What follows belongs to an exercise in optimizing a design on an open flow for small area, a short achievable clock period and few clock cycles per item; a production flow would make more cautious choices.
In this exercise RTL edits were held to simulation tests only and were not proved equivalent to the original.
Power figures rest on the tool's default switching activity, not on a simulated workload.

Setup of before:
==> flow/design.v <==
package lpet_pkg;
   localparam int TABLE_SLOTS   = 16;
   localparam int IDX_BITS      = $clog2(TABLE_SLOTS);
   localparam int CNT_BITS      = $clog2(TABLE_SLOTS + 1);
   localparam bit SLOTS_POW2    = (TABLE_SLOTS & (TABLE_SLOTS - 1)) == 0;
   localparam int CMD_BITS      = 1;
   localparam int KEY_BITS      = 31;
   localparam int HALF_BITS     = 16;
   localparam int SLOT_OUT_BITS = 4;
   localparam int BIT_CNT_BITS  = $clog2(KEY_BITS + 1);
   localparam logic [CMD_BITS-1:0] CMD_INSERT = 1'b0;
   localparam logic [CMD_BITS-1:0] CMD_SEARCH = 1'b1;
   typedef struct packed {
      logic [KEY_BITS-1:0]  key;
      logic [HALF_BITS-1:0] descriptor;
      logic [HALF_BITS-1:0] send_handle;
      logic [HALF_BITS-1:0] done_handle;
   } slot_entry_type;
   typedef struct packed {
      logic [SLOT_OUT_BITS-1:0] slot;
      logic                     found;
      logic                     table_full;
      logic [HALF_BITS-1:0]     descriptor_out;
      logic [HALF_BITS-1:0]     send_handle_out;
      logic [HALF_BITS-1:0]     done_handle_out;
   } rsp_payload_type;
   typedef enum logic [4:0] {
      ST_CLEAR  = 5'b00001,
      ST_IDLE   = 5'b00010,
      ST_MOD    = 5'b00100,
      ST_PROBE  = 5'b01000,
      ST_FINISH = 5'b10000
   } state_type;
endpackage
import lpet_pkg::*;
module lpet_slot_ram (
   input  logic [lpet_pkg::TABLE_SLOTS-1:0] m,
   input  logic [lpet_pkg::IDX_BITS-1:0]    s,
   output logic [lpet_pkg::TABLE_SLOTS-1:0] sel
);
   localparam int N = TABLE_SLOTS;
   localparam int L = IDX_BITS;
   logic [N-1:0] lo;
   logic [N-1:0] plo [L+1];    
   logic [N-1:0] pm  [L+1];    
   logic         any_lo;
   always_comb begin
      for (int j = 0; j < N; j++) begin
         lo[j] = m[j] && (IDX_BITS'(j) >= s);
      end
      plo[0] = {lo[N-2:0], 1'b0};
      pm[0]  = {m[N-2:0], 1'b0};
      for (int k = 1; k <= L; k++) begin
         for (int j = 0; j < N; j++) begin
            if (j >= (1 << (k - 1))) begin
               plo[k][j] = plo[k-1][j] | plo[k-1][j - (1 << (k - 1))];
               pm[k][j]  = pm[k-1][j]  | pm[k-1][j - (1 << (k - 1))];
            end else begin
               plo[k][j] = plo[k-1][j];
               pm[k][j]  = pm[k-1][j];
            end
         end
      end
      any_lo = plo[L][N-1] | lo[N-1];
      for (int j = 0; j < N; j++) begin
         sel[j] = (lo[j] && !plo[L][j]) || (!any_lo && m[j] && !pm[L][j]);
      end
   end
endmodule
import lpet_pkg::*;
module lpet_mod_unit (
   input  logic [lpet_pkg::KEY_BITS-1:0] key_in,
   output logic [lpet_pkg::IDX_BITS-1:0] rem
);
   assign rem = key_in[IDX_BITS-1:0];
endmodule
import lpet_pkg::*;
module linear_probe_endpoint_table (
   input  logic                           clock,
   input  logic                           reset,
   input  logic                           req_valid,
   output logic                           req_ready,
   input  logic [lpet_pkg::CMD_BITS-1:0]  req_command,
   input  logic [lpet_pkg::KEY_BITS-1:0]  req_key,
   input  logic [lpet_pkg::HALF_BITS-1:0] req_descriptor,
   input  logic [lpet_pkg::HALF_BITS-1:0] req_send_handle,
   input  logic [lpet_pkg::HALF_BITS-1:0] req_done_handle,
   output logic                           rsp_valid,
   input  logic                           rsp_ready,
   output logic [lpet_pkg::SLOT_OUT_BITS-1:0] rsp_slot,
   output logic                           rsp_found,
   output logic                           rsp_table_full,
   output logic [lpet_pkg::HALF_BITS-1:0] rsp_descriptor_out,
   output logic [lpet_pkg::HALF_BITS-1:0] rsp_send_handle_out,
   output logic [lpet_pkg::HALF_BITS-1:0] rsp_done_handle_out
);
   localparam int N    = TABLE_SLOTS;
   localparam int DW   = 3 * HALF_BITS;
   localparam int PW   = IDX_BITS + 2;      
   localparam int QD   = 4;                 
   logic [N-1:0]          valid_ff;
   logic [KEY_BITS-1:0]   key_ff [N];
   logic [DW-1:0]         dat_ff [N];
   logic                  s1_v_ff;
   logic [CMD_BITS-1:0]   s1_cmd_ff;
   logic                  s1_ins_ff;       
   logic [KEY_BITS-1:0]   s1_key_ff;
   logic [DW-1:0]         s1_dat_ff;
   logic [N-1:0]          we_ff;           
   logic [N-1:0]          eq_ff;           
   logic [N-1:0]          wprev_ff;        
   logic                  eqprev_ff;       
   logic                  r2_v_ff;
   logic [N-1:0]          r2_sel_ff;
   logic                  r2_full_ff;
   logic [QD-1:0]         qv_ff;
   logic [PW-1:0]         q_ff [QD];
   logic [IDX_BITS-1:0]   out_slot_ff;
   logic                  out_found_ff;
   logic                  out_full_ff;
   logic [DW-1:0]         out_dat_ff;
   logic [N-1:0]          cur_sel_ff;      
   logic [N-1:0]          nxt_sel_ff;      
   logic                  ready_ff;
   logic                  accept;
   logic                  zero_in;
   logic [IDX_BITS-1:0]   start_in;
   logic [N-1:0]          free_nx;
   logic [N-1:0]          ins_sel_in;
   logic [N-1:0]          we_in;
   logic                  eq_prev_in;
   logic [N-1:0]          eq_in;
   assign accept     = req_valid && ready_ff;
   assign zero_in    = (req_key == '0);
   assign free_nx    = ~valid_ff & ~we_ff;
   assign eq_prev_in = (req_key == s1_key_ff);
   lpet_mod_unit u_mod (
      .key_in (req_key),
      .rem    (start_in)
   );
   lpet_slot_ram u_ins (.m(free_nx), .s(start_in), .sel(ins_sel_in));
   assign we_in = (accept && (req_command == CMD_INSERT) && !zero_in) ? ins_sel_in : '0;
   always_comb begin
      for (int j = 0; j < N; j++) begin
         eq_in[j] = valid_ff[j] && (key_ff[j] == req_key);
      end
   end
   logic [N-1:0]          srch_sel;
   logic [N-1:0]          res_sel;
   lpet_slot_ram u_srch (.m(eq_ff | (eqprev_ff ? wprev_ff : '0)),
                         .s(s1_key_ff[IDX_BITS-1:0]), .sel(srch_sel));
   assign res_sel = (s1_cmd_ff == CMD_INSERT) ? we_ff : srch_sel;
   always_ff @(posedge clock) begin
      if (reset) begin
         valid_ff <= '0;
         we_ff    <= '0;
      end else begin
         valid_ff <= valid_ff | we_ff;
         we_ff    <= we_in;
      end
      eq_ff     <= eq_in;
      wprev_ff  <= we_ff;
      eqprev_ff <= eq_prev_in;
      s1_cmd_ff <= req_command;
      s1_ins_ff <= (req_command == CMD_INSERT) && !zero_in;
      s1_key_ff <= req_key;
      s1_dat_ff <= {req_descriptor, req_send_handle, req_done_handle};
      for (int j = 0; j < N; j++) begin
         if (we_ff[j]) begin
            key_ff[j] <= s1_key_ff;
            dat_ff[j] <= s1_dat_ff;
         end
      end
      r2_sel_ff  <= res_sel;
      r2_full_ff <= s1_ins_ff && (we_ff == '0);
   end
   logic [IDX_BITS-1:0]   r2_slot;
   logic [PW-1:0]         r2_res;
   logic                  pop;
   logic [QD-1:0]         qv_pop;          
   logic [QD-1:0]         qv_in;
   logic                  out_load;
   logic [PW-1:0]         head;            
   logic [N-1:0]          rd_sel;
   logic [DW-1:0]         rd_dat;
   always_comb begin
      r2_slot = '0;
      for (int j = 0; j < N; j++) begin
         if (r2_sel_ff[j]) r2_slot = r2_slot | IDX_BITS'(j);
      end
      r2_res = {r2_full_ff, |r2_sel_ff, r2_slot};
   end
   assign pop    = qv_ff[0] && rsp_ready;
   assign qv_pop = pop ? {1'b0, qv_ff[QD-1:1]} : qv_ff;
   always_comb begin
      for (int i = 0; i < QD; i++) begin
         qv_in[i] = qv_pop[i] || (r2_v_ff && ((i == 0) || qv_pop[(i == 0) ? 0 : i - 1]));
      end
   end
   assign out_load = pop || !qv_ff[0];
   logic                  push1;           
   logic [N-1:0]          q1_sel_in;       
   logic [N-1:0]          nxt_sel_in;
   logic [N-1:0]          q1_oh;           
   logic [N-1:0]          q2_oh;           
   always_comb begin
      for (int j = 0; j < N; j++) begin
         q1_oh[j] = q_ff[1][IDX_BITS] && (q_ff[1][IDX_BITS-1:0] == IDX_BITS'(j));
         q2_oh[j] = q_ff[2][IDX_BITS] && (q_ff[2][IDX_BITS-1:0] == IDX_BITS'(j));
      end
   end
   assign push1      = r2_v_ff && !qv_pop[1] && qv_pop[0];
   assign q1_sel_in  = push1 ? r2_sel_ff : (pop ? q2_oh : q1_oh);
   assign nxt_sel_in = qv_in[1] ? q1_sel_in : res_sel;
   always_comb begin
      if (!out_load) begin
         head = q_ff[0];
      end else if (qv_ff[1]) begin
         head = q_ff[1];
      end else begin
         head = r2_res;
      end
      rd_sel = out_load ? nxt_sel_ff : cur_sel_ff;
      rd_dat = '0;
      for (int j = 0; j < N; j++) begin
         if (rd_sel[j]) rd_dat = rd_dat | dat_ff[j];
      end
   end
   always_ff @(posedge clock) begin
      if (reset) begin
         s1_v_ff  <= 1'b0;
         r2_v_ff  <= 1'b0;
         qv_ff    <= '0;
         ready_ff <= 1'b1;
      end else begin
         s1_v_ff  <= accept;
         r2_v_ff  <= s1_v_ff;
         qv_ff    <= qv_in;
         ready_ff <= !qv_in[3] && !(qv_in[2] && (accept || s1_v_ff)) &&
                     !(qv_in[1] && accept && s1_v_ff);
      end
      for (int i = 0; i < QD; i++) begin
         if (r2_v_ff && !qv_pop[i] && ((i == 0) || qv_pop[(i == 0) ? 0 : i - 1])) begin
            q_ff[i] <= r2_res;
         end else if (pop && (i < QD - 1)) begin
            q_ff[i] <= q_ff[(i < QD - 1) ? i + 1 : i];
         end
      end
      out_slot_ff  <= head[IDX_BITS-1:0];
      out_found_ff <= head[IDX_BITS];
      out_full_ff  <= head[IDX_BITS+1];
      out_dat_ff   <= rd_dat;
      cur_sel_ff   <= rd_sel;
      nxt_sel_ff   <= nxt_sel_in;
   end
   assign req_ready           = ready_ff;
   assign rsp_valid           = qv_ff[0];
   assign rsp_slot            = out_slot_ff;
   assign rsp_found           = out_found_ff;
   assign rsp_table_full      = out_full_ff;
   assign rsp_descriptor_out  = out_dat_ff[3*HALF_BITS-1:2*HALF_BITS];
   assign rsp_send_handle_out = out_dat_ff[2*HALF_BITS-1:HALF_BITS];
   assign rsp_done_handle_out = out_dat_ff[HALF_BITS-1:0];
endmodule
Settings: LEC_CHECK=0, CAP_MARGIN=20, CORE_MARGIN=2, CORE_UTILIZATION=50, CTS_CLUSTER_DIAMETER=100, CTS_CLUSTER_SIZE=30, SETUP_SLACK_MARGIN=2.8, SLEW_MARGIN=20, TNS_END_PERCENT=20; clock period 5.0 ns.
run.sh (not shown) runs the stock make flow with config.mk's settings and CLKGATE_MAP_FILE= SYNTH_SCRIPT=/design/flow/synth_recipe.tcl, a recipe that flattens the netlist after the stock synthesis.
Testbench counts of before, summed over its fixed seeds: cycles 6,528, items 6,144.
The following lists how after was set up differently from before:
--- a/flow/design.v
+++ b/flow/design.v
@@ -100,4 +100,5 @@
    localparam int QD   = 4;                 
    logic [N-1:0]          valid_ff;
+   logic [N-1:0]          first_ff;        
    logic [KEY_BITS-1:0]   key_ff [N];
    logic [DW-1:0]         dat_ff [N];
@@ -108,7 +109,4 @@
    logic [DW-1:0]         s1_dat_ff;
    logic [N-1:0]          we_ff;           
-   logic [N-1:0]          eq_ff;           
-   logic [N-1:0]          wprev_ff;        
-   logic                  eqprev_ff;       
    logic                  r2_v_ff;
    logic [N-1:0]          r2_sel_ff;
@@ -120,6 +118,4 @@
    logic                  out_full_ff;
    logic [DW-1:0]         out_dat_ff;
-   logic [N-1:0]          cur_sel_ff;      
-   logic [N-1:0]          nxt_sel_ff;      
    logic                  ready_ff;
    logic                  accept;
@@ -129,10 +125,7 @@
    logic [N-1:0]          ins_sel_in;
    logic [N-1:0]          we_in;
-   logic                  eq_prev_in;
-   logic [N-1:0]          eq_in;
    assign accept     = req_valid && ready_ff;
    assign zero_in    = (req_key == '0);
    assign free_nx    = ~valid_ff & ~we_ff;
-   assign eq_prev_in = (req_key == s1_key_ff);
    lpet_mod_unit u_mod (
       .key_in (req_key),
@@ -141,14 +134,12 @@
    lpet_slot_ram u_ins (.m(free_nx), .s(start_in), .sel(ins_sel_in));
    assign we_in = (accept && (req_command == CMD_INSERT) && !zero_in) ? ins_sel_in : '0;
-   always_comb begin
-      for (int j = 0; j < N; j++) begin
-         eq_in[j] = valid_ff[j] && (key_ff[j] == req_key);
-      end
-   end
-   logic [N-1:0]          srch_sel;
+   logic [N-1:0]          eq;              
    logic [N-1:0]          res_sel;
-   lpet_slot_ram u_srch (.m(eq_ff | (eqprev_ff ? wprev_ff : '0)),
-                         .s(s1_key_ff[IDX_BITS-1:0]), .sel(srch_sel));
-   assign res_sel = (s1_cmd_ff == CMD_INSERT) ? we_ff : srch_sel;
+   always_comb begin
+      for (int j = 0; j < N; j++) begin
+         eq[j] = valid_ff[j] && (key_ff[j] == s1_key_ff);
+      end
+   end
+   assign res_sel = (s1_cmd_ff == CMD_INSERT) ? we_ff : (eq & first_ff);
    always_ff @(posedge clock) begin
       if (reset) begin
@@ -159,7 +150,4 @@
          we_ff    <= we_in;
       end
-      eq_ff     <= eq_in;
-      wprev_ff  <= we_ff;
-      eqprev_ff <= eq_prev_in;
       s1_cmd_ff <= req_command;
       s1_ins_ff <= (req_command == CMD_INSERT) && !zero_in;
@@ -168,6 +156,7 @@
       for (int j = 0; j < N; j++) begin
          if (we_ff[j]) begin
-            key_ff[j] <= s1_key_ff;
-            dat_ff[j] <= s1_dat_ff;
+            key_ff[j]   <= s1_key_ff;
+            dat_ff[j]   <= s1_dat_ff;
+            first_ff[j] <= (eq == '0);
          end
       end
@@ -199,18 +188,4 @@
    end
    assign out_load = pop || !qv_ff[0];
-   logic                  push1;           
-   logic [N-1:0]          q1_sel_in;       
-   logic [N-1:0]          nxt_sel_in;
-   logic [N-1:0]          q1_oh;           
-   logic [N-1:0]          q2_oh;           
-   always_comb begin
-      for (int j = 0; j < N; j++) begin
-         q1_oh[j] = q_ff[1][IDX_BITS] && (q_ff[1][IDX_BITS-1:0] == IDX_BITS'(j));
-         q2_oh[j] = q_ff[2][IDX_BITS] && (q_ff[2][IDX_BITS-1:0] == IDX_BITS'(j));
-      end
-   end
-   assign push1      = r2_v_ff && !qv_pop[1] && qv_pop[0];
-   assign q1_sel_in  = push1 ? r2_sel_ff : (pop ? q2_oh : q1_oh);
-   assign nxt_sel_in = qv_in[1] ? q1_sel_in : res_sel;
    always_comb begin
       if (!out_load) begin
@@ -221,5 +196,13 @@
          head = r2_res;
       end
-      rd_sel = out_load ? nxt_sel_ff : cur_sel_ff;
+      for (int j = 0; j < N; j++) begin
+         if (!out_load) begin
+            rd_sel[j] = q_ff[0][IDX_BITS] && (q_ff[0][IDX_BITS-1:0] == IDX_BITS'(j));
+         end else if (qv_ff[1]) begin
+            rd_sel[j] = q_ff[1][IDX_BITS] && (q_ff[1][IDX_BITS-1:0] == IDX_BITS'(j));
+         end else begin
+            rd_sel[j] = r2_sel_ff[j];
+         end
+      end
       rd_dat = '0;
       for (int j = 0; j < N; j++) begin
@@ -251,6 +234,4 @@
       out_full_ff  <= head[IDX_BITS+1];
       out_dat_ff   <= rd_dat;
-      cur_sel_ff   <= rd_sel;
-      nxt_sel_ff   <= nxt_sel_in;
    end
    assign req_ready           = ready_ff;
Findings:
Looking at antenna diode count across after and before, the one that comes out higher is before.
before -> after: count of port buffers added during placement delta 0, exact match
Compare after and before | row count lower: after
For the area overhead of the layout relative to synthesis, after came in 0.37 points lower than before did.
Final critical-path share of the clock period is lower on before
The lower maximum achievable frequency came out of after.
Highest routing layer actually used = met4: after; highest routing layer actually used = met5: before
Register bit count reported by yosys, after and before: lower on after
Number of gates on the worst path with buffers counted, after and before: larger value in after
| total clock network power | lower: after |
| setup slack | after vs before | 0.21 ns lower |
Testbench counts of after, summed over its fixed seeds: cycles 6,528, items 6,144.

## what the ideal ports hide
Ports are ideal in the flow. The routed layouts listed here were re-timed in OpenROAD. Step 1: set_driving_cell puts a clkbuf_16 on clock and a buf_2 on each other input, an assumption about the parent block. Step 2, shift: input delay + t, output delay - t, t = (earliest + latest rising clock arrival at the registers) / 2. This alone moves slack from input paths to output paths. a / b / c = ideal ports / drivers / drivers and shift; a / b = the first two.
run	t, ns	setup WS [ns]	worst hold slack (ns)
before	0.801	2.606 / 2.584 / 1.887	0.457 / 0.457 / 0.457
after	0.785	2.401 / 2.401 / 1.683	0.468 / 0.446 / 0.468
After both steps every run listed still meets setup and hold. For before, which loses most, drivers alone change the setup slack by -0.022 ns; drivers and shift together by -0.719 ns.
